Background: an optimization exercise with open tools, aiming at small area. Do not read the settings as production practice. Where RTL was checked, it was by simulation tests only, not by an equivalence proof against the original. Function not checked in run 6: the RTL went through the layout flow alone. Power is estimated from default activity; no workload was simulated.

==> design.v <==
module pulsing_led_level_controller_unit (
  input  logic                       clk_i,
  input  logic                       rst_ni,
  input  logic                       in_valid,
  output logic                       in_ready,
  input  logic [1:0]                 in_command,
  input  logic [31:0]                in_now_ms,
  input  logic [31:0]                in_last_point_ms,
  input  logic [7:0]                 in_red,
  input  logic [7:0]                 in_green,
  input  logic [7:0]                 in_blue,
  output logic                       out_valid,
  input  logic                       out_ready,
  output logic [17:0]                out_level,
  output logic                       out_pulsing,
  output logic [7:0]                 out_red,
  output logic [7:0]                 out_green,
  output logic [7:0]                 out_blue,
  input  logic                       psel,
  input  logic                       penable,
  input  logic                       pwrite,
  input  logic [3:0]                 paddr,
  input  logic [31:0]                pwdata,
  output logic [31:0]                prdata,
  output logic                       pready
);
  typedef enum logic [3:0] {
    S_IDLE = 4'd0,
    S_EL   = 4'd1,
    S_MOD  = 4'd2,
    S_TABS = 4'd3,
    S_MDA  = 4'd4,
    S_MDB  = 4'd5,
    S_W1   = 4'd6,
    S_W2   = 4'd7,
    S_STOP = 4'd8,
    S_COL  = 4'd9,
    S_ACC  = 4'd10,
    S_OUT  = 4'd14,
    S_RST  = 4'd12,
    S_INIT = 4'd13
  } state_e;
  state_e      st;
  logic [12:0] per_q;
  logic [16:0] low_q, upp_q, gain_q;
  logic        rst_st, wr;
  logic [16:0] pw_lo, pw_hi;
  logic [3:0]  we;
  assign rst_st = (st == S_RST);
  assign wr     = psel && penable && pwrite;
  assign pw_lo  = pwdata[16:0] & {17{~rst_st}};
  assign pw_hi  = pwdata[16:0] | {17{rst_st}};
  assign we[0]  = rst_st | (wr && paddr[3:2] == 2'd0);
  assign we[1]  = rst_st | (wr && paddr[3:2] == 2'd1);
  assign we[2]  = rst_st | (wr && paddr[3:2] == 2'd2);
  assign we[3]  = rst_st | (wr && paddr[3:2] == 2'd3);
  function automatic logic [16:0] wdata(input logic [16:0] rv);
    wdata = (pw_hi & rv) | (pw_lo & ~rv);
  endfunction
  logic [16:0] wd_per;
  assign wd_per = wdata(17'd2000);
  always_ff @(posedge clk_i) begin
    if (we[0]) per_q  <= wd_per[12:0];
    if (we[1]) low_q  <= wdata(17'd3277);
    if (we[2]) upp_q  <= wdata(17'd39322);
    if (we[3]) gain_q <= wdata(17'd65536);
  end
  always_comb begin
    case (paddr[3:2])
      2'd0: prdata = {19'd0, per_q};
      2'd1: prdata = {15'd0, low_q};
      2'd2: prdata = {15'd0, upp_q};
      default: prdata = {15'd0, gain_q};
    endcase
  end
  assign pready = 1'b1;
  logic [4:0]  k;       
  logic [4:0]  step;    
  logic [1:0]  ch;      
  logic        k0, k16;
  assign k0  = (k == 5'd0);
  assign k16 = (k == 5'd16);
  logic [16:0] lv;      
  logic        pul;
  logic [23:0] col;     
  logic [16:0] rr, tr;
  logic        gt, lt, seen, seen2, dbit, sR, neg, bq, ca, cb, cq, rd, qd, ybit;
  logic [31:0] per_z, low_z, upp_z, gain_z;
  assign per_z  = {19'd0, per_q};
  assign low_z  = {15'd0, low_q};
  assign upp_z  = {15'd0, upp_q};
  assign gain_z = {15'd0, gain_q};
  logic [4:0] tidx;
  logic       now_b, last_b;
  assign tidx   = (st == S_EL) ? ~step : step;
  assign now_b  = in_now_ms[tidx];
  assign last_b = in_last_point_ms[tidx];
  logic p_b, l_b, u_b, g_b;
  assign p_b = per_z[k];
  assign l_b = low_z[k];
  assign u_b = upp_z[k];
  assign g_b = gain_z[k];
  logic [31:0] c500, c655;
  assign c500 = 32'd500;
  assign c655 = 32'd655;
  logic shr;             
  logic r_h, t_h, q_h, lv_h;
  assign r_h  = (shr && k16) ? rr[16] : rr[0];
  assign t_h  = (shr && k16) ? tr[16] : tr[0];
  assign q_h  = col[0];
  assign lv_h = lv[0];
  logic [7:0] cin_sel;
  logic [2:0] cj_idx;
  logic       cj;
  always_comb begin
    case (ch)
      2'd0: cin_sel = in_red;
      2'd1: cin_sel = in_green;
      default: cin_sel = in_blue;
    endcase
  end
  assign cj_idx = ~step[2:0];
  assign cj     = cin_sel[cj_idx] & (step[4:3] == 2'b11);
  logic seen0, seen20;
  assign seen0  = k0 ? 1'b0 : seen;
  assign seen20 = k0 ? 1'b0 : seen2;
  logic fa_x, fa_y, fa_c, fa_s, fa_co;
  always_comb begin
    case (st)
      S_MOD, S_TABS: begin fa_x = u_b; fa_y = ~l_b; fa_c = k0 ? 1'b1 : ca; end
      S_MDB:   begin fa_x = rr[0]; fa_y = dbit & tr[0]; fa_c = k0 ? 1'b0 : ca; end
      S_COL:   begin fa_x = t_h;   fa_y = cj & lv_h;    fa_c = k0 ? 1'b0 : ca; end
      default: begin fa_x = l_b;   fa_y = q_h ^ neg;    fa_c = k0 ? (neg ^ bq) : ca; end
    endcase
  end
  assign fa_s  = fa_x ^ fa_y ^ fa_c;
  assign fa_co = (fa_x & fa_y) | (fa_x & fa_c) | (fa_y & fa_c);
  logic fb_x, fb_y, fb_c, fb_s, fb_co, ybit_n;
  assign ybit_n = k0 ? fa_s : ybit;
  always_comb begin
    case (st)
      S_EL:    begin fb_x = now_b;           fb_y = ~last_b;      fb_c = cb; end
      S_W1, S_W2: begin fb_x = lv_h;         fb_y = ~c655[k];     fb_c = k0 ? 1'b1 : cb; end
      S_MOD:   begin fb_x = k0 ? now_b : rd; fb_y = p_b ^ ~sR;  fb_c = k0 ? ~sR : cb; end
      S_MDA:   begin fb_x = k0 ? 1'b0 : rd;  fb_y = p_b ^ ~sR;  fb_c = k0 ? ~sR : cb; end
      S_MDB:   begin fb_x = fa_s;            fb_y = ~sR & ~p_b; fb_c = k0 ? ~sR : cb; end
      default: begin fb_x = r_h;             fb_y = ybit_n & g_b; fb_c = k0 ? 1'b0 : cb; end
    endcase
  end
  assign fb_s  = fb_x ^ fb_y ^ fb_c;
  assign fb_co = (fb_x & fb_y) | (fb_x & fb_c) | (fb_y & fb_c);
  logic gt_n;
  assign gt_n = (fb_s ^ c500[tidx]) ? fb_s : gt;
  logic lt_n;
  assign lt_n  = (fb_s ^ fa_s) ? fa_s : (k0 ? 1'b0 : lt);
  logic cq0, hs;
  assign cq0 = k0 ? bq : cq;
  assign hs  = q_h ^ cq0;
  logic        xfer;      
  assign xfer = (st == S_COL) && (step == 5'd6);
  assign shr  = (st == S_COL) && !xfer;
  logic r_in, t_in, q_in, lv_in, lv_en, col_en, col_in, qmode;
  always_comb begin
    r_in   = r_h;
    t_in   = t_h;
    q_in   = q_h;
    lv_in  = lv_h;
    lv_en  = 1'b0;
    col_en = 1'b0;
    col_in = 1'b0;
    qmode  = 1'b0;
    case (st)
      S_EL: begin
        r_in = 1'b0; t_in = 1'b0;
        col_en = 1'b1;
      end
      S_MOD, S_MDA: begin
        r_in = fb_s;
        col_en = 1'b1; qmode = 1'b1;
      end
      S_MDB: begin
        r_in = fb_s;
        q_in = k0 ? ~sR : qd;
        col_en = 1'b1; qmode = 1'b1;
      end
      S_TABS: begin
        r_in = 1'b0;
        t_in = rr[0] ^ (sR & seen0);
        q_in = fa_s ^ (neg & seen20);
        col_en = 1'b1; qmode = 1'b1;
      end
      S_W1: begin
        lv_en = 1'b1;
        col_en = 1'b1; qmode = 1'b1;
      end
      S_W2: begin
        lv_en = 1'b1;
        lv_in = pul ? fa_s : fb_s;
        q_in = 1'b0;
        col_en = 1'b1; qmode = 1'b1;
      end
      S_STOP: begin
        lv_en = 1'b1;
        lv_in = k16;
      end
      S_RST, S_INIT: begin
        lv_en = 1'b1;
        lv_in = 1'b0;
      end
      S_COL: begin
        lv_en = 1'b1;
        if (xfer) begin
          r_in = 1'b0; t_in = 1'b0;
          col_en = (k >= 5'd7) && (k <= 5'd14);
          col_in = sR | rr[0];
        end else begin
          r_in = fb_s; t_in = fa_s;
        end
      end
      default: ;
    endcase
  end
  always_ff @(posedge clk_i) begin
    rr[14:0] <= rr[15:1];
    tr[14:0] <= tr[15:1];
    if (shr) begin
      rr[15] <= r_in;
      tr[15] <= t_in;
      if (k16) begin
        rr[16] <= fb_co;
        tr[16] <= fa_co;
      end
    end else begin
      rr[15] <= rr[16];
      tr[15] <= tr[16];
      rr[16] <= r_in;
      tr[16] <= t_in;
    end
    rd <= rr[0];
    qd <= hs;
    if (col_en) col <= {col_in, col[23:18], qmode ? q_in : col[17], col[16:1]};
  end
  always_ff @(posedge clk_i) begin
    if (lv_en) lv <= {lv_in, lv[16:1]};
  end
  always_ff @(posedge clk_i) begin
    ca    <= fa_co;
    cb    <= (st == S_IDLE) | fb_co;
    cq    <= q_h & cq0;
    ybit  <= ybit_n;
    lt    <= lt_n;
    seen  <= seen0 | rr[0];
    seen2 <= seen20 | fa_s;
    gt    <= (st == S_EL) & gt_n;
    case (st)
      S_EL: begin
        sR <= 1'b0; neg <= 1'b0; bq <= 1'b0;
      end
      S_MOD: begin
        if (k16) begin
          sR  <= fb_s;
          neg <= ~fa_co;
        end
      end
      S_TABS: begin
        if (k16) sR <= 1'b0;
      end
      S_MDA: begin
        if (k16) begin
          sR   <= fb_s;
          dbit <= q_h;
        end
      end
      S_MDB: begin
        if (k16) begin
          sR <= fb_s;
          bq <= ~fb_s;
        end
      end
      S_COL: begin
        if (k16 && !xfer) sR <= fb_s | fb_co;   
      end
      default: ;
    endcase
  end
  always_ff @(posedge clk_i) begin
    if (st == S_IDLE || st == S_EL || st == S_RST || k16) k <= '0;
    else k <= k + 5'd1;
    case (st)
      S_IDLE: step <= 5'd31;
      S_EL: begin
        step <= step - 5'd1;
        ch   <= 2'd0;
      end
      S_MOD, S_MDB: if (k16) step <= (st == S_MOD && step == 5'd0) ? 5'd16 : step - 5'd1;
      S_COL: begin
        if (k16) begin
          step <= xfer ? 5'd31 : step - 5'd1;
          if (xfer) ch <= ch + 2'd1;
        end
      end
      default: ;
    endcase
  end
  always_ff @(posedge clk_i or negedge rst_ni) begin
    if (!rst_ni) begin
      st   <= S_RST;
      pul  <= 1'b1;
    end else begin
      case (st)
        S_IDLE: begin
          if (in_valid) st <= S_EL;
        end
        S_EL: begin
          if (step == 5'd0) begin
            case (in_command)
              2'd0: begin
                if (pul || gt_n) st <= (per_q == '0) ? S_W1 : S_MOD;
                else st <= S_ACC;
              end
              2'd1: begin
                pul <= 1'b1;
                st  <= S_ACC;
              end
              2'd2: st <= S_STOP;
              default: st <= S_COL;
            endcase
          end
        end
        S_MOD: begin
          if (k16 && step == 5'd0) st <= S_TABS;
        end
        S_TABS: begin
          if (k16) st <= S_MDA;
        end
        S_MDA: begin
          if (k16) st <= S_MDB;
        end
        S_MDB: begin
          if (k16) st <= (step == 5'd0) ? S_W1 : S_MDA;
        end
        S_W1: begin
          if (k16) begin
            pul <= pul | ~fb_co | lt_n;
            st  <= S_W2;
          end
        end
        S_W2: begin
          if (k16) st <= S_ACC;
        end
        S_STOP: begin
          if (k16) begin
            pul <= 1'b0;
            st  <= S_ACC;
          end
        end
        S_COL: begin
          if (k16 && xfer && ch == 2'd2) st <= S_ACC;
        end
        S_ACC: st <= S_OUT;
        S_OUT: begin
          if (out_ready) st <= S_IDLE;
        end
        S_RST: st <= S_INIT;
        S_INIT: begin
          if (k16) st <= S_IDLE;
        end
        default: st <= S_IDLE;
      endcase
    end
  end
  assign in_ready    = (st == S_ACC);
  assign out_valid   = (st == S_OUT);
  assign out_level   = {1'b0, lv};
  assign out_pulsing = pul;
  assign out_red     = col[7:0];
  assign out_green   = col[15:8];
  assign out_blue    = col[23:16];
endmodule
==> flow/run.sh <==
#!/bin/bash
# Standard ORFS layout (the standard.sh) with area-oriented choices:
#  - ABC maps with an area-oriented script (flow/abc_area.script, used through a copy of the
#    ORFS scripts folder); registers are mapped by the unchanged yosys flow as in the standard
#    synthesis.
#  - buf_1 as the port buffer on every input and output port.
#  - CTS with clkbuf_8 buffers, larger sink clusters and no dummy loads.
# Each tool's output goes to the ORFS logs under orfs/logs; make's output goes to flow.log.
set -euo pipefail
rm -rf orfs_scripts
cp -r "$FLOW_HOME/scripts" orfs_scripts
cp flow/abc_area.script orfs_scripts/abc_area.script
export SCRIPTS_DIR="$PWD/orfs_scripts"
export BUFFER_PORTS_ARGS="-buffer_cell sky130_fd_sc_hd__buf_1"
export CTS_ARGS="-sink_clustering_enable -repair_clock_nets -dont_use_dummy_load -buf_list sky130_fd_sc_hd__clkbuf_8 -sink_clustering_size 20 -sink_clustering_max_diameter 80"
bash standard.sh > flow.log 2>&1
==> flow/abc_area.script <==
strash
&get -n
&st
&synch2
&dch -f
&put
amap
topo
stime -c
==> standard.sh <==
#!/bin/bash
# synth_recipe.tcl (not shown) runs the flow's synth.tcl, then flattens the netlist and writes it again
# the make line also repeats each setting of config.mk as NAME=value (left out here)
make -C /OpenROAD-flow-scripts/flow DESIGN_CONFIG=/design/flow/config.mk WORK_HOME=/design/flow/orfs CLKGATE_MAP_FILE= SYNTH_SCRIPT=/design/flow/synth_recipe.tcl "${@:-finish}"
==> config.mk <==
export PLATFORM = sky130hd
export DESIGN_NAME = pulsing_led_level_controller_unit
export DESIGN_NICKNAME = pulsing_led_level_controller_unit
export VERILOG_FILES = /design/flow/design.v
export SDC_FILE = /design/flow/constraint.sdc
export NUM_CORES = 4
export LEC_CHECK = 0
export ABC_AREA = 1
export CAP_MARGIN = 20
export CORE_MARGIN = 2
export CORE_UTILIZATION = 40
export PLACE_DENSITY = 0.8
export SLEW_MARGIN = 20
==> constraint.sdc <==
create_clock -name core_clock -period 11.0 [get_ports {clk_i}]
set_input_delay 2.2000 -clock core_clock [delete_from_list [all_inputs] [get_ports {clk_i}]]
set_output_delay 2.2000 -clock core_clock [all_outputs]
set_load 0.01 [all_outputs]
==> results of run 1 <==
synthesized netlist by cell type, drive strengths merged, types with 16 or more instances:
master	number	area, sq um
a221oi	26	228
clkinv	86	323
ha	16	200
dfxtp	47	941
nor2	90	338
nand2	49	184
a22oi	25	188
nor3	24	120
a21oi	38	190
edfxtp	118	3540
o22ai	71	444
buf	19	143
o21ai	32	160
worst register-to-register path: stages (launching register included):
cell	delay [ns]
dfrtp_1	0.64
clkinv_1	0.25
nor2_1	0.23
clkinv_1	0.19
nor2_2	0.58
clkinv_1	0.56
o22ai_1	0.79
clkinv_1	0.54
a221oi_1	0.34
nor3_1	0.08
o32ai_1	0.35
a222oi_1	0.17
nor2_1	0.17
a21oi_1	0.08
fa_1	0.63
clkinv_1	0.22
a21oi_1	0.31
nor2_1	0.10
nor4_1	0.24
a21oi_1	0.08
a211oi_1	0.23
through the flow:
stage               instance area [sq um]  setup WS, ns  hold slack (ns)  power, uW
floorplan                            7980          5.24            0.310       1930
global placement                     8900          3.87            0.313       2300
detailed placement                   8900          3.95            0.312       2330
CTS                                  9140          3.90            0.297       2660
global route                         9140          3.52            0.300       2850
finish                               9140          4.14            0.297       2670
power by group:
part           internal, uW  leakage [uW]  switching [uW]
clock                   137      0.000122             190
combinational           419       0.00133             822
sequential              950       0.00155             147
logic make-up after synthesis:
kind of cell / Yosys count / share of synthesized area [%]
buffers and inverters: 105 / 5.87
AO/OA/AOI/OAI: 262 / 22.9
other: 2 / 0.0947
AND/OR/NAND/NOR: 188 / 9.94
flip-flops: 170 / 58.2
adder cells (fa/ha/maj): 18 / 3.03
flip-flops by register name (all words and copies together), names as in the netlist, 2 cells and up:
register	count
step	5
per_q	13
tr	17
ch	2
gain_q	17
upp_q	17
st	4
col	24
rr	17
low_q	17
lv	17
k	5
worst paths after layout:
path                                   startpoint                end
worst max-delay path                     paddr[2]         prdata[10]
worst min-delay path               rr[12]$_DFF_P_     rr[11]$_DFF_P_
worst max register to register  st[0]$_DFFE_PN0P_  st[2]$_DFFE_PN1P_
worst min register to register     rr[12]$_DFF_P_     rr[11]$_DFF_P_
max in group asynchronous                  rst_ni  st[3]$_DFFE_PN1P_
min in group asynchronous                  rst_ni  st[1]$_DFFE_PN0P_
area by class of cell:
class / count / area [sq um]
Timing Repair Buffer: 183 / 711
Tap cell: 265 / 332
Multi-Input combinational cell: 485 / 2930
Sequential cell: 170 / 4610
Fill cell: 1845 / 10300
Clock buffer: 17 / 234
Inverter: 86 / 323
layer usage:
metal  wire length, um  global-route usage (%)  vias up
met2             10300                    34.3      433
met3              2110                    4.84       49
met5                 0                       0        -
met1              8690                    25.4     3128
met4               406                    5.57        0
li1                  -                       -     3251
==> impl_metrics.json, run 1 <==
{
  "status": "no timing/DRC/antenna violations",
  "dpl.hpwl_um": 15500,
  "hold_viol": 0,
  "cts_max_level": 4,
  "drt_wl_total_um": 21500,
  "yosysWarningCount": 1,
  "grt_pass1_vias": 6267,
  "diodes": 0,
  "final_common_cell": "buf_1",
  "rows": 51,
  "postSynthCellCount": 745,
  "drtIter0Drc": 720,
  "ys_types": 42,
  "grt_antenna_before_repair": 0,
  "synth_seq_cells": 170,
  "rsz0062_at_grt": "false",
  "final_cell_mix": "buf_1 (176), edfxtp_1 (118), nor2_1 (89)",
  "clk_pin_slew_worst_paths_ns": 0.09,
  "cts-root-buf": "clkbuf_8",
  "cts_tree": "yes",
  "globalplace.congestion": 0.944,
  "ir_drop_mv": 0.134,
  "critPathTopFamily": "buffers and inverters",
  "die_h_um": 145,
  "async_reset_ff_share_pct": 2.94,
  "crit_required_ns": 8.80,
  "finalMaxSlewViolations": 0,
  "first_pass_iters": 6,
  "crit_path_max_incr_delay_ns": 0.58,
  "hp-class": "reg -> reg",
  "start_kind": "primary input",
  "critPathKind": "in -> out",
  "reg2reg_slack_ns": 4.17,
  "ioPinCount": 211,
  "post_cts_resized": 0,
  "viasPerCell": 5.69,
  "placedCellCount": 1188,
  "p_leak_uw": 0.00300,
  "skew_ns": 0.0314,
  "maxCapViolations": 0,
  "die_w_um": 145,
  "holdPathStages": 0,
  "area_growth_pct": 15.4,
  "worst_slew_pin_slew_ns": 1.15,
  "final.setup.tns_ns": 0,
  "synth_edf_count": 118,
  "crit_buf_inv": 5,
  "fmax_mhz": 146,
  "grt_use_total_pct": 20.0,
  "fin_cells": 1206,
  "drive_gt1_share_pct": 3.61,
  "powerDensity_mw_per_mm2": 291,
  "cp.arrival_ns": 4.66,
  "relSlewSlack_pct": 23.6,
  "syn-cell-area_sq_mm": 0.00793,
  "portBuffers": 176,
  "r2r_cells": 20,
  "cp_cell_sequence": "buf_1 > buf_4 > clkinv_1 > nor2_1 > clkinv_1 > o22ai_1 > a21oi_1 > buf_1",
  "min_period_over_period_pct": 62.3,
  "grt_pass1_wl_um": 32400,
  "postCtsSetupRepairBufs": 0,
  "post-route-util_pct": 47.0,
  "cpMaxStageDelayCell": "clkinv_1",
  "nNetsFinal": 1094,
  "cts_buffer_depth": 2,
  "syn_area_per_cell_sq_um": 10.6,
  "endpoint_kind": "primary output",
  "route.vias.total": 6861,
  "start_util_pct": 40.7,
  "fp.dieArea_sq_mm": 0.0210,
  "finalCriticalPeriod_ns": 6.86,
  "path_depth": 8,
  "grt_overflow_total": 0,
  "wire_per_inst_um": 17.8,
  "drtAntennaViolNets": 0,
  "coreArea_sq_mm": 0.0195,
  "tritoncts.num_buffers": 17,
  "grt_max_degree": 36,
  "synth_ff_type": "edfxtp_1",
  "hold_buffers": 0,
  "insertion_delay_ns": 0.45,
  "cp_max_fo": 20,
  "setup_viol": 0,
  "ys_seq_area_share_pct": 58.2,
  "cts_sinks": 170,
  "drc": 0
}
==> inputs of run 2 (changes only) <==
--- a/config.mk
+++ b/config.mk
@@ -11,3 +11,3 @@
 export CORE_UTILIZATION = 40
-export PLACE_DENSITY = 0.8
+export GPL_ROUTABILITY_DRIVEN = 0
 export SLEW_MARGIN = 20
==> impl_metrics.json, run 2 <==
{
  "endpoint_kind": "primary output",
  "drive_gt1_share_pct": 3.90,
  "tritoncts.num_buffers": 17,
  "grt_pass1_wl_um": 33400,
  "max_flop_register": "col",
  "nNetsFinal": 1101,
  "fillers": 1883,
  "largest_reg_flops": 24,
  "die_w_um": 145,
  "ioPinCount": 211,
  "postSynthCellCount": 745,
  "wire_per_inst_um": 18.3,
  "syn_area_per_cell_sq_um": 10.6,
  "drtIter0Drc": 689,
  "grt_pass1_vias": 6167,
  "synth_seq_cells": 170,
  "reg2reg_slack_ns": 4.73,
  "worst_slack_ns": 4.09,
  "drtAntennaViolNets": 0,
  "synth_top_area_share_pct": 44.7,
  "start_kind": "primary input",
  "insertion_delay_ns": 0.46,
  "cts-root-buf": "clkbuf_8",
  "holdPathStages": 0,
  "async_reset_ff_share_pct": 2.94,
  "setup_viol": 0,
  "synth_edf_count": 118,
  "rsz0062_at_grt": "false",
  "post_cts_resized": 0,
  "hold_buffers": 0,
  "cts_buffer_depth": 2,
  "die_h_um": 145,
  "viasPerCell": 5.59,
  "cts_tree": "yes",
  "worstHoldStart": "tr[14]$_DFF_P_",
  "route.vias.total": 6786,
  "cp_max_fo": 20,
  "synthTopCellsByArea": "edfxtp_1 (45%), dfxtp_1 (12%), o22ai_1 (5.6%), nor2_1 (4.3%), clkinv_1 (4.1%)",
  "fp.dieArea_sq_mm": 0.0210,
  "worst_slew_pin_slew_ns": 0.842,
  "hp-class": "reg -> reg",
  "postCtsSetupRepairBufs": 0,
  "grt_use_total_pct": 20.9,
  "dpl.hpwl_um": 16100,
  "post-place-ws_ns": 4.10,
  "crit_required_ns": 8.80,
  "hold_end": "tr[13]$_DFF_P_",
  "grt_overflow_total": 0,
  "area_growth_pct": 15.9,
  "ir_drop_mv": 0.121,
  "status": "no timing/DRC/antenna violations",
  "final_cell_mix": "buf_1 (176), edfxtp_1 (118), nor2_1 (90)",
  "synthTopCellsByCount": "edfxtp_1 (118), nor2_1 (90), clkinv_1 (86)",
  "start_util_pct": 40.7,
  "reg2reg_to": "st[2]$_DFFE_PN1P_",
  "portBuffers": 176,
  "grt_antenna_before_repair": 0,
  "cts_sinks": 170,
  "diodes": 0,
  "clk_pin_slew_worst_paths_ns": 0.09,
  "r2r_start": "k[1]$_SDFF_PP0_",
  "skew_ns": 0.0350,
  "power_uw": 2670,
  "critPathKind": "in -> out",
  "syn-cell-area_sq_mm": 0.00793,
  "r2r_cells": 21,
  "hold_viol": 0,
  "first_pass_iters": 8,
  "cp-startpoint": "paddr[2]",
  "synth_top_cell_by_area": "edfxtp_1",
  "finalCriticalPeriod_ns": 6.91,
  "final_common_cell": "buf_1",
  "drc": 0,
  "cts_max_level": 4,
  "coreArea_sq_mm": 0.0195,
  "final.setup.tns_ns": 0,
  "cp.arrival_ns": 4.71,
  "rows": 51,
  "grt_max_degree": 34,
  "ys_types": 42,
  "powerDensity_mw_per_mm2": 290,
  "post-synth-top-count-cell": "edfxtp_1",
  "fmax_mhz": 145,
  "maxCapViolations": 0,
  "p_leak_uw": 0.00303,
  "yosysWarningCount": 1,
  "min_period_over_period_pct": 62.8,
  "drt_wl_total_um": 22200,
  "ys_seq_area_share_pct": 58.2,
  "synth_ff_type": "edfxtp_1",
  "relSlewSlack_pct": 43.9,
  "finalMaxSlewViolations": 0
}
## run 2: routing by layer
layer  share of wire, %  track usage, %  wire (um)
met2                 48            35.8      10700
met5                  0               0          0
met1                 43            27.3       9590
met3                7.1            3.75       1590
met4                1.6            5.83        347
## run 2: cell type report
type                    count  area [sq um]  area share [%]
clock buffers              17           234            2.55
inverters                  86           323            3.51
multi-input cells         485          2920            31.8
flip-flops and latches    170          4610            50.2
well taps                 265           332            3.61
repair buffers            190           766            8.34
## run 2: worst max path at each step
stage	endpoint	depth (start not counted)
6_report	prdata[8]	8
3_3_place_gp	prdata[6]	8
4_1_cts	prdata[8]	8
5_1_grt	prdata[8]	8
2_1_floorplan	pul$_DFFE_PN1P_	20
3_5_place_dp	prdata[8]	8
## run 2: where the power goes
group / leakage, uW / switching [uW] / internal [uW] / total (uW)
Sequential: 0.00155 / 147 / 950 / 1100
Clock: 0.000122 / 193 / 137 / 329
Combinational: 0.00136 / 813 / 426 / 1240
Total: 0.00303 / 1150 / 1510 / 2660
## run 2: metrics by stage
step,cell area (sq um),cells,util [%],hold slack (ns)
6_report,9190,1213,47.2,0.293
5_1_grt,9190,1213,47.2,0.305
4_1_cts,9180,1213,47.2,0.298
3_5_place_dp,8950,1196,46.0,0.313
3_3_place_gp,8950,1196,46.0,0.310
2_1_floorplan,7980,760,-,0.310
## run 2: worst max-delay path, stage by stage
cell and delay [ns]:
buf_1 0.06, buf_4 0.28, clkinv_1 0.60, nor2_1 0.38
clkinv_1 0.53, o22ai_1 0.36, a21oi_1 0.10, buf_1 0.18
## run 2: logic make-up after synthesis
group / Yosys count / synth area share, %
buffers and inverters: 105 / 5.87
DFF: 170 / 58.2
adders and majority gates: 18 / 3.03
AOI/OAI and AO/OA: 262 / 22.9
and+or+nand+nor: 188 / 9.94
other: 2 / 0.0947
==> inputs of run 3 (changes only) <==
--- a/config.mk
+++ b/config.mk
@@ -11,3 +11,3 @@
 export CORE_UTILIZATION = 40
-export GPL_ROUTABILITY_DRIVEN = 0
+export PLACE_DENSITY = 0.95
 export SLEW_MARGIN = 20
==> impl_metrics.json, run 3 <==
{
  "status": "no timing/DRC/antenna violations",
  "ys_seq_area_share_pct": 58.2,
  "async_reset_ff_share_pct": 2.94,
  "ir_drop_mv": 0.126,
  "synth_top_area_share_pct": 44.7,
  "synth_mux_area_share_pct": 0,
  "synth_compound_area_share_pct": 22.9,
  "rsz0062_at_grt": "false",
  "endpoint_kind": "register",
  "insertion_delay_ns": 0.47,
  "skew_ns": 0.0299,
  "route.vias.total": 6994,
  "syn-cell-area_sq_mm": 0.00793,
  "p_comb_share_pct": 46.6,
  "worst_slack_ns": 4.12,
  "cts_max_level": 4,
  "largest_reg_flops": 24,
  "cp.arrival_ns": 7.24,
  "hold_viol": 0,
  "synthTopCellsByCount": "edfxtp_1 (118), nor2_1 (90), clkinv_1 (86)",
  "cts-root-buf": "clkbuf_8",
  "synth_ff_type": "edfxtp_1",
  "die_h_um": 145,
  "clk_pin_slew_worst_paths_ns": 0.09,
  "ys_types": 42,
  "relSlewSlack_pct": 28.3,
  "critPathKind": "reg -> reg",
  "final.setup.tns_ns": 0,
  "postCtsSetupRepairBufs": 0,
  "drtAntennaViolNets": 0,
  "post_cts_resized": 0,
  "grt_pass1_vias": 6448,
  "synth_xor_area_share_pct": 0,
  "synth-simple-area-share_pct": 9.94,
  "hp-class": "reg -> reg",
  "power_uw": 2680,
  "drtIter0Drc": 836,
  "synth_top_cell_by_area": "edfxtp_1",
  "wire_per_inst_um": 18.3,
  "synth_adder_area_share_pct": 3.03,
  "grt_pass1_wl_um": 33000,
  "synthTopCellsByArea": "edfxtp_1 (45%), dfxtp_1 (12%), o22ai_1 (5.6%), nor2_1 (4.3%), clkinv_1 (4.1%)",
  "setup_viol": 0,
  "pwr-share-clk_pct": 12.1,
  "post-route-util_pct": 46.9,
  "start_kind": "register",
  "fmax_mhz": 145,
  "multiInputGateArea_sq_mm": 0.00293,
  "p_leak_uw": 0.00300,
  "nNetsFinal": 1093,
  "ioPinCount": 211,
  "worst_slew_pin_slew_ns": 1.08,
  "crit_required_ns": 11.36,
  "postSynthCellCount": 745,
  "max_flop_register": "col",
  "fp.dieArea_sq_mm": 0.0210,
  "finalMaxSlewViolations": 0,
  "die_w_um": 145,
  "portBuffers": 176,
  "hold_buffers": 0,
  "p_int_uw": 1500,
  "syn_area_per_cell_sq_um": 10.6,
  "diodes": 0,
  "sw_frac_of_total_pct": 43.9,
  "coreArea_sq_mm": 0.0195,
  "finalCriticalPeriod_ns": 6.88,
  "final_common_cell": "buf_1",
  "post-place-ws_ns": 3.87,
  "cp_max_fo": 35,
  "powerDensity_mw_per_mm2": 294,
  "dpl.hpwl_um": 16100,
  "area_growth_pct": 15.3,
  "tritoncts.num_buffers": 17,
  "area.sequential_sq_mm": 0.00461,
  "synth_seq_cells": 170,
  "drc": 0,
  "grt_max_degree": 36,
  "synth_edf_count": 118,
  "drt_wl_total_um": 22100,
  "cts_tree": "yes",
  "holdWs_ns": 0.307,
  "seqPwrFrac_pct": 41.3,
  "grt_overflow_total": 0,
  "yosysWarningCount": 1,
  "cts_buffer_depth": 2,
  "rows": 51,
  "start_util_pct": 40.7,
  "final_cell_mix": "buf_1 (176), edfxtp_1 (118), nor2_1 (90)",
  "min_period_over_period_pct": 62.5,
  "cts_sinks": 170,
  "viasPerCell": 5.80,
  "grt_use_total_pct": 20.7,
  "fillers": 1814,
  "grt_antenna_before_repair": 0,
  "first_pass_iters": 7,
  "power.switching_uw": 1180,
  "maxCapViolations": 0,
  "post-synth-top-count-cell": "edfxtp_1",
  "drive_gt1_share_pct": 3.40,
  "synth_top_family_by_area": "compound AO/OA/AOI/OAI gates",
  "globalplace.congestion": 0.996
}
-- run 3: cell count changes in the layout (fill, tap and decap cells not counted), sizes merged --
cell | previous run | this run
buf | 190 | 182
-- run 3: cells by family (layout without fill, tap and decap cells) --
| logic type | after synthesis | after routing |
|---|---|---|
| AND/OR/NAND/NOR | 188 | 188 |
| flip-flops | 170 | 170 |
| adder cells (fa/ha/maj) | 18 | 18 |
| AO/OA/AOI/OAI | 262 | 262 |
| buffers and inverters | 105 | 285 |
| other | 2 | 17 |
-- run 3: final timing paths --
check,start,to,slack (ns),cells after the start
min in group asynchronous,rst_ni,st[1]$_DFFE_PN0P_,1.59,1
max in group asynchronous,rst_ni,pul$_DFFE_PN1P_,9.15,1
min reg2reg,rr[12]$_DFF_P_,rr[11]$_DFF_P_,0.31,0
max,k[1]$_SDFF_PP0_,st[2]$_DFFE_PN1P_,4.12,20
min,rr[12]$_DFF_P_,rr[11]$_DFF_P_,0.31,0
max reg2reg,k[1]$_SDFF_PP0_,st[2]$_DFFE_PN1P_,4.12,20
-- run 3: cell type report --
type / count / area share [%]
repair buffers: 182 / 7.72
multi-input cells: 485 / 32.1
flip-flops and latches: 170 / 50.5
well taps: 265 / 3.63
clock buffers: 17 / 2.56
inverters: 86 / 3.53
-- run 3: routing by layer --
| layer | GRT usage, % | up-vias | wire length (um) |
|---|---|---|---|
| met4 | 5.47 | 0 | 381 |
| met1 | 25.1 | 3251 | 8710 |
| met2 | 36.6 | 456 | 10800 |
| met3 | 5.50 | 39 | 2210 |
| li1 | - | 3248 | - |
| met5 | 0 | - | 0 |
-- run 3: worst max-delay path: stages (launching register included) --
cell and delay, ns:
dfxtp_2 0.72, clkinv_1 0.97, a221oi_1 0.61, a21oi_1 0.09
a221oi_1 0.35, o21ai_0 0.25, o21ai_0 0.23, o21bai_1 0.11
fa_1 0.68, clkinv_1 0.19, o22ai_1 0.25, nor2_1 0.09
a21oi_1 0.24, o21ai_0 0.17, fa_1 0.61, clkinv_1 0.23
a21oi_1 0.32, nor2_1 0.11, nor4_1 0.23, a21oi_1 0.07
a211oi_1 0.25
-- run 3: power by group through the flow --
stage	logic, uW	registers (uW)	clock network [uW]
floorplan	827	1100	0
global placement	1190	1100	0
detailed placement	1220	1120	0
CTS	1230	1100	334
global route	1390	1130	359
finish	1250	1110	325
-- run 3: stage by stage --
stage                     instance area, sq um  cells
after CTS                                 9140   1205
after global routing                      9140   1205
after floorplan                           7980    760
final                                     9140   1205
after global placement                    8900   1188
after detailed placement                  8900   1188
==> inputs of run 4 (changes only) <==
--- a/config.mk
+++ b/config.mk
@@ -11,3 +11,2 @@
 export CORE_UTILIZATION = 40
-export PLACE_DENSITY = 0.95
 export SLEW_MARGIN = 20
==> impl_metrics.json, run 4 <==
{
  "viasPerCell": 5.71,
  "drt_wl_total_um": 22600,
  "postCtsSetupRepairBufs": 0,
  "maxCapViolations": 0,
  "critPathKind": "in -> out",
  "async_reset_ff_share_pct": 2.94,
  "r2r_cells": 20,
  "finalMaxSlewViolations": 0,
  "fp.dieArea_sq_mm": 0.0210,
  "cp_max_fo": 20,
  "diodes": 0,
  "syn_area_per_cell_sq_um": 10.6,
  "cp_cell_sequence": "buf_1 > buf_4 > clkinv_1 > nor2_1 > clkinv_1 > o22ai_1 > a21oi_1 > buf_1",
  "fmax_mhz": 146,
  "grt_pass1_vias": 6301,
  "hp-class": "reg -> reg",
  "grt_max_degree": 36,
  "synthTopCellsByCount": "edfxtp_1 (118), nor2_1 (90), clkinv_1 (86)",
  "final_cell_mix": "buf_1 (176), edfxtp_1 (118), nor2_1 (90)",
  "met3_usage_pct": 4.54,
  "synth_edf_count": 118,
  "final.setup.tns_ns": 0,
  "use_met2_pct": 35.8,
  "cpMaxStageDelayCell": "clkinv_1",
  "crit_path_max_incr_delay_ns": 0.57,
  "min_period_over_period_pct": 62.2,
  "syn-cell-area_sq_mm": 0.00793,
  "drive_gt1_share_pct": 3.90,
  "cts_max_level": 4,
  "grt_pass1_wl_um": 33700,
  "synth_top_area_share_pct": 44.7,
  "rsz0062_at_grt": "false",
  "critPathTopFamily": "buffers and inverters",
  "die_h_um": 145,
  "ioPinCount": 211,
  "wire_per_inst_um": 18.6,
  "p_leak_uw": 0.00303,
  "met1_usage_pct": 26.6,
  "insertion_delay_ns": 0.47,
  "cts_tree": "yes",
  "grt_antenna_before_repair": 0,
  "ys_types": 42,
  "reg2reg_slack_ns": 4.59,
  "hold_viol": 0,
  "post-route-util_pct": 47.2,
  "crit_buf_inv": 5,
  "die_w_um": 145,
  "setup_viol": 0,
  "hold_buffers": 0,
  "grt_overflow_total": 0,
  "relSlewSlack_pct": 31.3,
  "dpl.hpwl_um": 16400,
  "post-place-ws_ns": 4.17,
  "drtIter0Drc": 641,
  "critPathCapture": "prdata[6]",
  "powerDensity_mw_per_mm2": 293,
  "ir_drop_mv": 0.125,
  "fin_cells": 1213,
  "path_depth": 8,
  "rows": 51,
  "final_common_cell": "buf_1",
  "cts_buffer_depth": 2,
  "postSynthCellCount": 745,
  "fillers": 1881,
  "tritoncts.num_buffers": 17,
  "top_usage_layer": "met2",
  "finalCriticalPeriod_ns": 6.84,
  "placedCellCount": 1196,
  "reg2reg_to": "st[2]$_DFFE_PN1P_",
  "cp-startpoint": "paddr[2]",
  "max_flop_register": "col",
  "drtAntennaViolNets": 0,
  "status": "no timing/DRC/antenna violations",
  "start_kind": "primary input",
  "start_util_pct": 40.7,
  "synth_ff_type": "edfxtp_1",
  "synth_top_cell_by_area": "edfxtp_1",
  "globalplace.congestion": 0.922,
  "post-synth-top-count-cell": "edfxtp_1",
  "cts-root-buf": "clkbuf_8",
  "drc": 0,
  "cts_sinks": 170,
  "largest_reg_flops": 24,
  "worst_slew_pin_slew_ns": 1.00,
  "r2r_start": "k[0]$_SDFF_PP0_",
  "synth_seq_cells": 170,
  "first_pass_iters": 5,
  "ys_seq_area_share_pct": 58.2,
  "area_growth_pct": 15.9,
  "grt_use_total_pct": 21.1,
  "skew_ns": 0.0330,
  "clk_pin_slew_worst_paths_ns": 0.07,
  "nNetsFinal": 1101,
  "yosysWarningCount": 1,
  "portBuffers": 176,
  "crit_required_ns": 8.80,
  "worst_slack_ns": 4.16,
  "coreArea_sq_mm": 0.0195,
  "cp.arrival_ns": 4.64,
  "endpoint_kind": "primary output",
  "synthTopCellsByArea": "edfxtp_1 (45%), dfxtp_1 (12%), o22ai_1 (5.6%), nor2_1 (4.3%), clkinv_1 (4.1%)",
  "post_cts_resized": 0,
  "route.vias.total": 6921
}
-- run 4: cell counts after synthesis --
No cell type changed its count.
-- run 4: cells by family after synthesis --
kind of cell | count (synthesis) | share of synthesized area (%)
other | 2 | 0.0947
AOI/OAI and AO/OA | 262 | 22.9
adders and majority gates | 18 | 3.03
buffers and inverters | 105 | 5.87
and+or+nand+nor | 188 | 9.94
DFF | 170 | 58.2
-- run 4: metrics by stage --
step | hold slack (ns) | area [sq um] | power, uW
after floorplan | 0.310 | 7980 | 1930
after global placement | 0.311 | 8950 | 2350
after detailed placement | 0.312 | 8950 | 2360
after CTS | 0.316 | 9180 | 2700
after global routing | 0.324 | 9190 | 2890
final | 0.317 | 9190 | 2690
-- run 4: worst min-delay path by stage --
stage	cells past startpoint	slack [ns]	endpoint	startpoint
global placement	0	0.31	rr[3]$_DFF_P_	rr[4]$_DFF_P_
floorplan	0	0.31	rr[0]$_DFF_P_	rr[1]$_DFF_P_
global route	0	0.32	rr[12]$_DFF_P_	rr[13]$_DFF_P_
detailed placement	0	0.31	rr[4]$_DFF_P_	rr[5]$_DFF_P_
finish	0	0.32	tr[0]$_DFF_P_	tr[1]$_DFF_P_
CTS	0	0.32	tr[0]$_DFF_P_	tr[1]$_DFF_P_
-- run 4: per-layer routing --
layer  vias up  share of wire (%)  routed length (um)
li1       3262                  -                   -
met1      3259                 41                9380
met2       361                 48               10800
met3        39                8.3                1880
met4         0                2.3                 529
met5         -                  0                   0
-- run 4: layout make-up --
class	count	area (sq um)	share of cell area (%)
Multi-Input combinational cell	485	2920	31.8
Tap cell	265	332	3.61
Sequential cell	170	4610	50.2
Timing Repair Buffer	190	766	8.34
Inverter	86	323	3.51
Clock buffer	17	234	2.55
-- run 4: power by group --
group | internal (uW) | switching, uW
clock | 136 | 193
combinational | 427 | 838
sequential | 950 | 147
total | 1510 | 1180
==> inputs of run 5 (changes only) <==
--- a/flow/run.sh
+++ b/flow/run.sh
@@ -14,2 +14,3 @@
 export BUFFER_PORTS_ARGS="-buffer_cell sky130_fd_sc_hd__buf_1"
+export SKIP_REPAIR_TIE_FANOUT=1
 export CTS_ARGS="-sink_clustering_enable -repair_clock_nets -dont_use_dummy_load -buf_list sky130_fd_sc_hd__clkbuf_8 -sink_clustering_size 20 -sink_clustering_max_diameter 80"
--- a/config.mk
+++ b/config.mk
@@ -11,2 +11,3 @@
 export CORE_UTILIZATION = 40
+export PLACE_DENSITY = 0.8
 export SLEW_MARGIN = 20
==> impl_metrics.json, run 5 <==
{
  "status": "no timing/DRC/antenna violations",
  "drt_wl_total_um": 22500,
  "ioPinCount": 211,
  "r2r_cells": 20,
  "cts_buffer_depth": 2,
  "start_util_pct": 40.7,
  "hold_end": "rr[12]$_DFF_P_",
  "cts-root-buf": "clkbuf_8",
  "skew_ns": 0.0373,
  "tritoncts.num_buffers": 17,
  "ys_seq_area_share_pct": 58.2,
  "crit_buf_inv": 5,
  "first_pass_iters": 5,
  "cts_max_level": 4,
  "grt_pass1_wl_um": 33100,
  "hold_viol": 0,
  "portBuffers": 176,
  "synth_top_area_share_pct": 44.7,
  "route.vias.total": 6967,
  "hold_buffers": 0,
  "holdPathStages": 0,
  "diodes": 0,
  "wire_per_inst_um": 18.9,
  "dpl.hpwl_um": 16200,
  "postSynthCellCount": 745,
  "min_period_over_period_pct": 63.0,
  "final_cell_area_sq_mm": 0.00910,
  "async_reset_ff_share_pct": 2.94,
  "maxCapViolations": 0,
  "rsz0062_at_grt": "false",
  "drc": 0,
  "cpMaxStageDelayCell": "clkinv_1",
  "grt_max_degree": 36,
  "ir_drop_mv": 0.136,
  "synth_edf_count": 118,
  "fp.dieArea_sq_mm": 0.0210,
  "crit_path_max_incr_delay_ns": 0.58,
  "globalplace.congestion": 0.902,
  "setup_viol": 0,
  "coreArea_sq_mm": 0.0195,
  "fmax_mhz": 144,
  "ys_types": 42,
  "drtIter0Drc": 819,
  "critPathTopFamily": "buffers and inverters",
  "max_flop_register": "col",
  "p_leak_uw": 0.00296,
  "synth_top_cell_by_area": "edfxtp_1",
  "grt_use_total_pct": 20.9,
  "reg2reg_to": "st[2]$_DFFE_PN1P_",
  "worst_slew_pin_slew_ns": 1.10,
  "top_layer": "met4",
  "final.setup.tns_ns": 0,
  "hp-class": "reg -> reg",
  "yosysWarningCount": 1,
  "relSlewSlack_pct": 26.6,
  "powerDensity_mw_per_mm2": 296,
  "grt_antenna_before_repair": 0,
  "synthTopCellsByCount": "edfxtp_1 (118), nor2_1 (90), clkinv_1 (86)",
  "final_cell_mix": "buf_1 (176), edfxtp_1 (118), nor2_1 (90)",
  "m1WireLength_um": 9020,
  "finalMaxSlewViolations": 0,
  "viasPerCell": 5.84,
  "die_w_um": 145,
  "worstHoldStart": "rr[13]$_DFF_P_",
  "syn-cell-area_sq_mm": 0.00793,
  "fillers": 1898,
  "grt_pass1_vias": 6416,
  "post-synth-top-count-cell": "edfxtp_1",
  "nNetsFinal": 1080,
  "place_area_sq_mm": 0.00885,
  "finalCriticalPeriod_ns": 6.93,
  "area_growth_pct": 14.8,
  "reg2reg_slack_ns": 4.27,
  "rows": 51,
  "die_h_um": 145,
  "final_common_cell": "buf_1",
  "synth_ff_type": "edfxtp_1",
  "post-route-util_pct": 46.8,
  "r2r_start": "st[0]$_DFFE_PN0P_",
  "largest_reg_flops": 24,
  "insertion_delay_ns": 0.46,
  "path_depth": 8,
  "drtAntennaViolNets": 0,
  "synth_seq_cells": 170,
  "cp_max_fo": 20,
  "syn_area_per_cell_sq_um": 10.6,
  "drive_gt1_share_pct": 3.67,
  "postCtsSetupRepairBufs": 0,
  "cp_cell_sequence": "buf_1 > buf_4 > clkinv_1 > nor2_1 > clkinv_1 > o22ai_1 > a21oi_1 > buf_1",
  "grt_overflow_total": 0,
  "wl_met3_um": 2030,
  "met2WireLength_um": 11000,
  "crit_required_ns": 8.80,
  "cts_sinks": 170,
  "endpoint_kind": "primary output",
  "start_kind": "primary input",
  "cp.arrival_ns": 4.73,
  "critPathKind": "in -> out",
  "post_cts_resized": 0,
  "cts_tree": "yes",
  "synthTopCellsByArea": "edfxtp_1 (45%), dfxtp_1 (12%), o22ai_1 (5.6%), nor2_1 (4.3%), clkinv_1 (4.1%)",
  "clk_pin_slew_worst_paths_ns": 0.09
}
run 5: cell count changes in the layout (fill, tap and decap cells not counted), sizes merged:
cell / before / now
conb: 17 / 2
buf: 190 / 184
run 5: metal layers:
metal	vias to the layer above	GRT usage (%)
li1	3232	-
met5	-	0
met4	0	6.64
met2	415	37.0
met3	44	4.28
met1	3276	25.6
run 5: per-stage QoR:
step / hold slack, ns / instances / power [uW] / setup WS [ns]
floorplan: 0.310 / 745 / 1930 / 5.24
global placement: 0.310 / 1174 / 2310 / 4.11
detailed placement: 0.313 / 1174 / 2350 / 3.99
CTS: 0.302 / 1191 / 2680 / 3.93
global route: 0.302 / 1192 / 2870 / 3.82
finish: 0.299 / 1192 / 2690 / 4.07
run 5: how the worst max path moves through the flow:
stage	from	to	slack, ns
2_1_floorplan	st[0]$_DFFE_PN0P_	pul$_DFFE_PN1P_	5.24
3_3_place_gp	k[1]$_SDFF_PP0_	st[2]$_DFFE_PN1P_	4.11
3_5_place_dp	k[1]$_SDFF_PP0_	st[2]$_DFFE_PN1P_	3.99
4_1_cts	k[1]$_SDFF_PP0_	st[2]$_DFFE_PN1P_	3.93
5_1_grt	k[1]$_SDFF_PP0_	st[2]$_DFFE_PN1P_	3.82
6_report	paddr[2]	prdata[10]	4.07
run 5: report_power, final:
part	switching, uW	internal (uW)	total (uW)
Combinational	840	421	1260
Clock	191	137	327
Sequential	153	950	1100
Total	1180	1510	2690
run 5: worst reg2reg max path, delay by kind of cell, from the launching register on:
kind	cells	cell delay [ns]
AOI/OAI and AO/OA	7	1.76
adders and majority gates	2	1.34
buffers and inverters	5	1.80
DFF	1	0.66
and+or+nand+nor	6	1.10
run 5: cell type report:
cell class	instances	area, sq um	share of cell area, %
Clock buffer	17	234	2.57
Inverter	86	323	3.55
Multi-Input combinational cell	470	2870	31.5
Sequential cell	170	4610	50.7
Tap cell	265	332	3.64
Timing Repair Buffer	184	728	8.00
run 5: logic make-up after synthesis:
group	count (synthesis)	synth area share, %
buf+inv	105	5.87
other cells	2	0.0947
flops	170	58.2
fa+ha+maj	18	3.03
compound gates	262	22.9
simple gates	188	9.94
==> inputs of run 6 (changes only) <==
--- a/design.v
+++ b/design.v
@@ -86,3 +86,3 @@
   logic [16:0] rr, tr;
-  logic        gt, lt, seen, seen2, dbit, sR, neg, bq, ca, cb, cq, rd, qd, ybit;
+  logic        gt, lt, dbit, sR, neg, bq, ca, cb, cq, rd, qd, ybit;
   logic [31:0] per_z, low_z, upp_z, gain_z;
@@ -123,5 +123,2 @@
   assign cj     = cin_sel[cj_idx] & (step[4:3] == 2'b11);
-  logic seen0, seen20;
-  assign seen0  = k0 ? 1'b0 : seen;
-  assign seen20 = k0 ? 1'b0 : seen2;
   logic fa_x, fa_y, fa_c, fa_s, fa_co;
@@ -129,3 +126,4 @@
     case (st)
-      S_MOD, S_TABS: begin fa_x = u_b; fa_y = ~l_b; fa_c = k0 ? 1'b1 : ca; end
+      S_MOD:   begin fa_x = u_b; fa_y = ~l_b; fa_c = k0 ? 1'b1 : ca; end
+      S_TABS:  begin fa_x = neg ? l_b : u_b; fa_y = ~(neg ? u_b : l_b); fa_c = k0 ? 1'b1 : ca; end
       S_MDB:   begin fa_x = rr[0]; fa_y = dbit & tr[0]; fa_c = k0 ? 1'b0 : ca; end
@@ -142,2 +140,3 @@
       S_EL:    begin fb_x = now_b;           fb_y = ~last_b;      fb_c = cb; end
+      S_TABS:  begin fb_x = rr[0] ^ sR;      fb_y = 1'b0;         fb_c = k0 ? sR : cb; end
       S_W1, S_W2: begin fb_x = lv_h;         fb_y = ~c655[k];     fb_c = k0 ? 1'b1 : cb; end
@@ -187,4 +186,4 @@
         r_in = 1'b0;
-        t_in = rr[0] ^ (sR & seen0);
-        q_in = fa_s ^ (neg & seen20);
+        t_in = fb_s;
+        q_in = fa_s;
         col_en = 1'b1; qmode = 1'b1;
@@ -251,4 +250,2 @@
     lt    <= lt_n;
-    seen  <= seen0 | rr[0];
-    seen2 <= seen20 | fa_s;
     gt    <= (st == S_EL) & gt_n;
==> impl_metrics.json, run 6 <==
{
  "synth_top_cell_by_area": "edfxtp_1",
  "post-synth-top-count-cell": "edfxtp_1",
  "grt_use_total_pct": 20.2,
  "cts_tree": "yes",
  "fmax_mhz": 153,
  "hold_viol": 0,
  "post_cts_resized": 0,
  "crit_required_ns": 8.80,
  "cp.arrival_ns": 4.33,
  "max_flop_register": "col",
  "synth_edf_count": 118,
  "largest_reg_flops": 24,
  "synthTopCellsByCount": "edfxtp_1 (118), nor2_1 (91), clkinv_1 (81)",
  "cp_max_fo": 19,
  "critPathKind": "in -> out",
  "pwr-share-clk_pct": 11.5,
  "seqPwrFrac_pct": 41.1,
  "synth_seq_cells": 168,
  "drtAntennaViolNets": 0,
  "finalCriticalPeriod_ns": 6.53,
  "route.vias.total": 6904,
  "synthTopCellsByArea": "edfxtp_1 (45%), dfxtp_1 (11%), o22ai_1 (6.3%), nor2_1 (4.3%), clkinv_1 (3.8%)",
  "skew_ns": 0.0430,
  "ys_seq_area_share_pct": 57.7,
  "finalMaxSlewViolations": 0,
  "postCtsSetupRepairBufs": 0,
  "power_uw": 2800,
  "viasPerCell": 5.74,
  "nNetsFinal": 1091,
  "drt_wl_total_um": 21600,
  "final_cell_area_sq_mm": 0.00911,
  "wire_per_inst_um": 17.9,
  "ioPinCount": 211,
  "globalplace.congestion": 0.955,
  "worst_slack_ns": 4.47,
  "hold_buffers": 0,
  "powerDensity_mw_per_mm2": 307,
  "cts_buffer_depth": 2,
  "portBuffers": 176,
  "start_util_pct": 40.7,
  "clk_pin_slew_worst_paths_ns": 0.09,
  "p_comb_share_pct": 47.4,
  "drc": 0,
  "sw_frac_of_total_pct": 43.7,
  "final.setup.tns_ns": 0,
  "yosysWarningCount": 1,
  "final_cell_mix": "buf_1 (176), edfxtp_1 (118), nor2_1 (90)",
  "final_common_cell": "buf_1",
  "area.sequential_sq_mm": 0.00457,
  "dpl.hpwl_um": 15700,
  "synth_top_area_share_pct": 44.7,
  "grt_pass1_wl_um": 32400,
  "min_period_over_period_pct": 59.3,
  "postSynthCellCount": 752,
  "syn_area_per_cell_sq_um": 10.5,
  "endpoint_kind": "primary output",
  "status": "no timing/DRC/antenna violations",
  "diodes": 0,
  "insertion_delay_ns": 0.46,
  "grt_antenna_before_repair": 0,
  "coreArea_sq_mm": 0.0195,
  "ir_drop_mv": 0.111,
  "area_growth_pct": 15.0,
  "grt_pass1_vias": 6291,
  "fillers": 1852,
  "worst_slew_pin_slew_ns": 1.07,
  "rsz0062_at_grt": "false",
  "ys_types": 45,
  "drive_gt1_share_pct": 3.84,
  "die_h_um": 145,
  "grt_max_degree": 36,
  "syn-cell-area_sq_mm": 0.00792,
  "first_pass_iters": 5,
  "tritoncts.num_buffers": 17,
  "setup_viol": 0,
  "hp-class": "reg -> reg",
  "post-place-ws_ns": 4.35,
  "rows": 51,
  "synth_ff_type": "edfxtp_1",
  "drtIter0Drc": 714,
  "start_kind": "primary input",
  "async_reset_ff_share_pct": 2.98,
  "cts_max_level": 4,
  "fp.dieArea_sq_mm": 0.0210,
  "reg2reg_slack_ns": 4.54,
  "cts_sinks": 168,
  "power.switching_uw": 1220,
  "post-route-util_pct": 46.8,
  "p_int_uw": 1580,
  "maxCapViolations": 0,
  "cts-root-buf": "clkbuf_8",
  "place_area_sq_mm": 0.00888,
  "multiInputGateArea_sq_mm": 0.00293,
  "grt_overflow_total": 0,
  "p_leak_uw": 0.00303,
  "die_w_um": 145,
  "relSlewSlack_pct": 28.4
}
## run 6: cell types whose count changed in the layout (fill, tap and decap cells not counted), moves of 5 or more
| cell | change |
|---|---|
| o22ai_1 | +9 |
| a221oi_1 | -8 |
| a22oi_1 | +5 |
| a21oi_1 | -10 |
| a22o_1 | +7 |
| clkinv_1 | -5 |
| a31oi_1 | +5 |
| nand2_1 | +12 |
## run 6: cell type report
cell class                      count  share of cell area (%)
Clock buffer                       17                    2.57
Inverter                           81                    3.34
Multi-Input combinational cell    484                    32.1
Sequential cell                   168                    50.2
Tap cell                          265                    3.64
Timing Repair Buffer              187                    8.16
## run 6: final timing paths
check,from,endpoint,cells past startpoint
worst max-delay path,paddr[3],prdata[16],5
worst min-delay path,tr[8]$_DFF_P_,tr[7]$_DFF_P_,0
worst max register to register,k[0]$_SDFF_PP0_,st[2]$_DFFE_PN1P_,24
worst min register to register,tr[8]$_DFF_P_,tr[7]$_DFF_P_,0
max in group asynchronous,rst_ni,st[3]$_DFFE_PN1P_,1
min in group asynchronous,rst_ni,st[1]$_DFFE_PN0P_,1
## run 6: worst max-delay path, cell delays in order
cell      delay [ns]
buf_1           0.62
clkinv_1        0.80
nand2_1         0.38
o22ai_1         0.14
buf_1           0.17
## run 6: cells by family (layout without fill, tap and decap cells)
kind of cell / Yosys count / count (layout) / synth area share, %
AO/OA/AOI/OAI: 261 / 261 / 22.7
AND/OR/NAND/NOR: 202 / 202 / 10.7
flip-flops: 168 / 168 / 57.7
buffers and inverters: 100 / 285 / 5.64
adder cells (fa/ha/maj): 19 / 19 / 3.19
other: 2 / 2 / 0.0948
## run 6: power by group through the flow
stage	clock network (uW)	registers, uW	logic (uW)
2_1_floorplan	0	1170	852
3_3_place_gp	0	1150	1290
3_5_place_dp	0	1160	1310
4_1_cts	330	1150	1310
5_1_grt	353	1180	1470
6_report	321	1150	1330
## run 6: routing by layer
| layer | up-vias | GRT usage (%) | part of all wire (%) |
|---|---|---|---|
| met5 | - | 0 | 0 |
| met4 | 0 | 7.97 | 2.9 |
| met3 | 39 | 4.44 | 8.4 |
| met2 | 377 | 33.5 | 46 |
| met1 | 3230 | 25.8 | 42 |
| li1 | 3258 | - | - |
## run 6: metrics by stage
step | hold slack [ns] | cells
after floorplan | 0.310 | 752
after global placement | 0.312 | 1185
after detailed placement | 0.313 | 1185
after CTS | 0.321 | 1202
after global routing | 0.323 | 1202
final | 0.319 | 1202

-- re-timing with driven ports --
No port has a modelled driver above. Below, the same layouts with a new extraction and two added sets of constraints.
Step 1, drivers: a clkbuf_16 drives clk_i and a buf_2 each remaining input, both assumed.
Step 2 times the ports against the registers' clock, not the clock port: input delays grow and output delays shrink by t, the midpoint of the rising clock arrivals with the driver on.
Slacks: ideal ports / drivers / drivers and shift; pairs: ideal ports / drivers.
| run | t (ns) | slack for setup (ns) | worst slew at a driven data input, ns |
|---|---|---|---|
| run 1 | 0.471 | 4.142 / 4.114 / 4.066 | 0.05 |
| run 2 | 0.483 | 4.095 / 4.073 / 4.073 | 0.07 |
| run 3 | 0.485 | 4.123 / 4.120 / 3.970 | 0.05 |
| run 4 | 0.490 | 4.158 / 4.129 / 4.129 | 0.05 |
| run 5 | 0.482 | 4.066 / 4.038 / 4.038 | 0.05 |
| run 6 | 0.474 | 4.472 / 4.445 / 4.200 | 0.05 |
After both steps setup and hold are still met in every run listed. For run 6, which loses most, drivers alone change the setup slack by -0.027 ns; drivers and shift together by -0.272 ns.
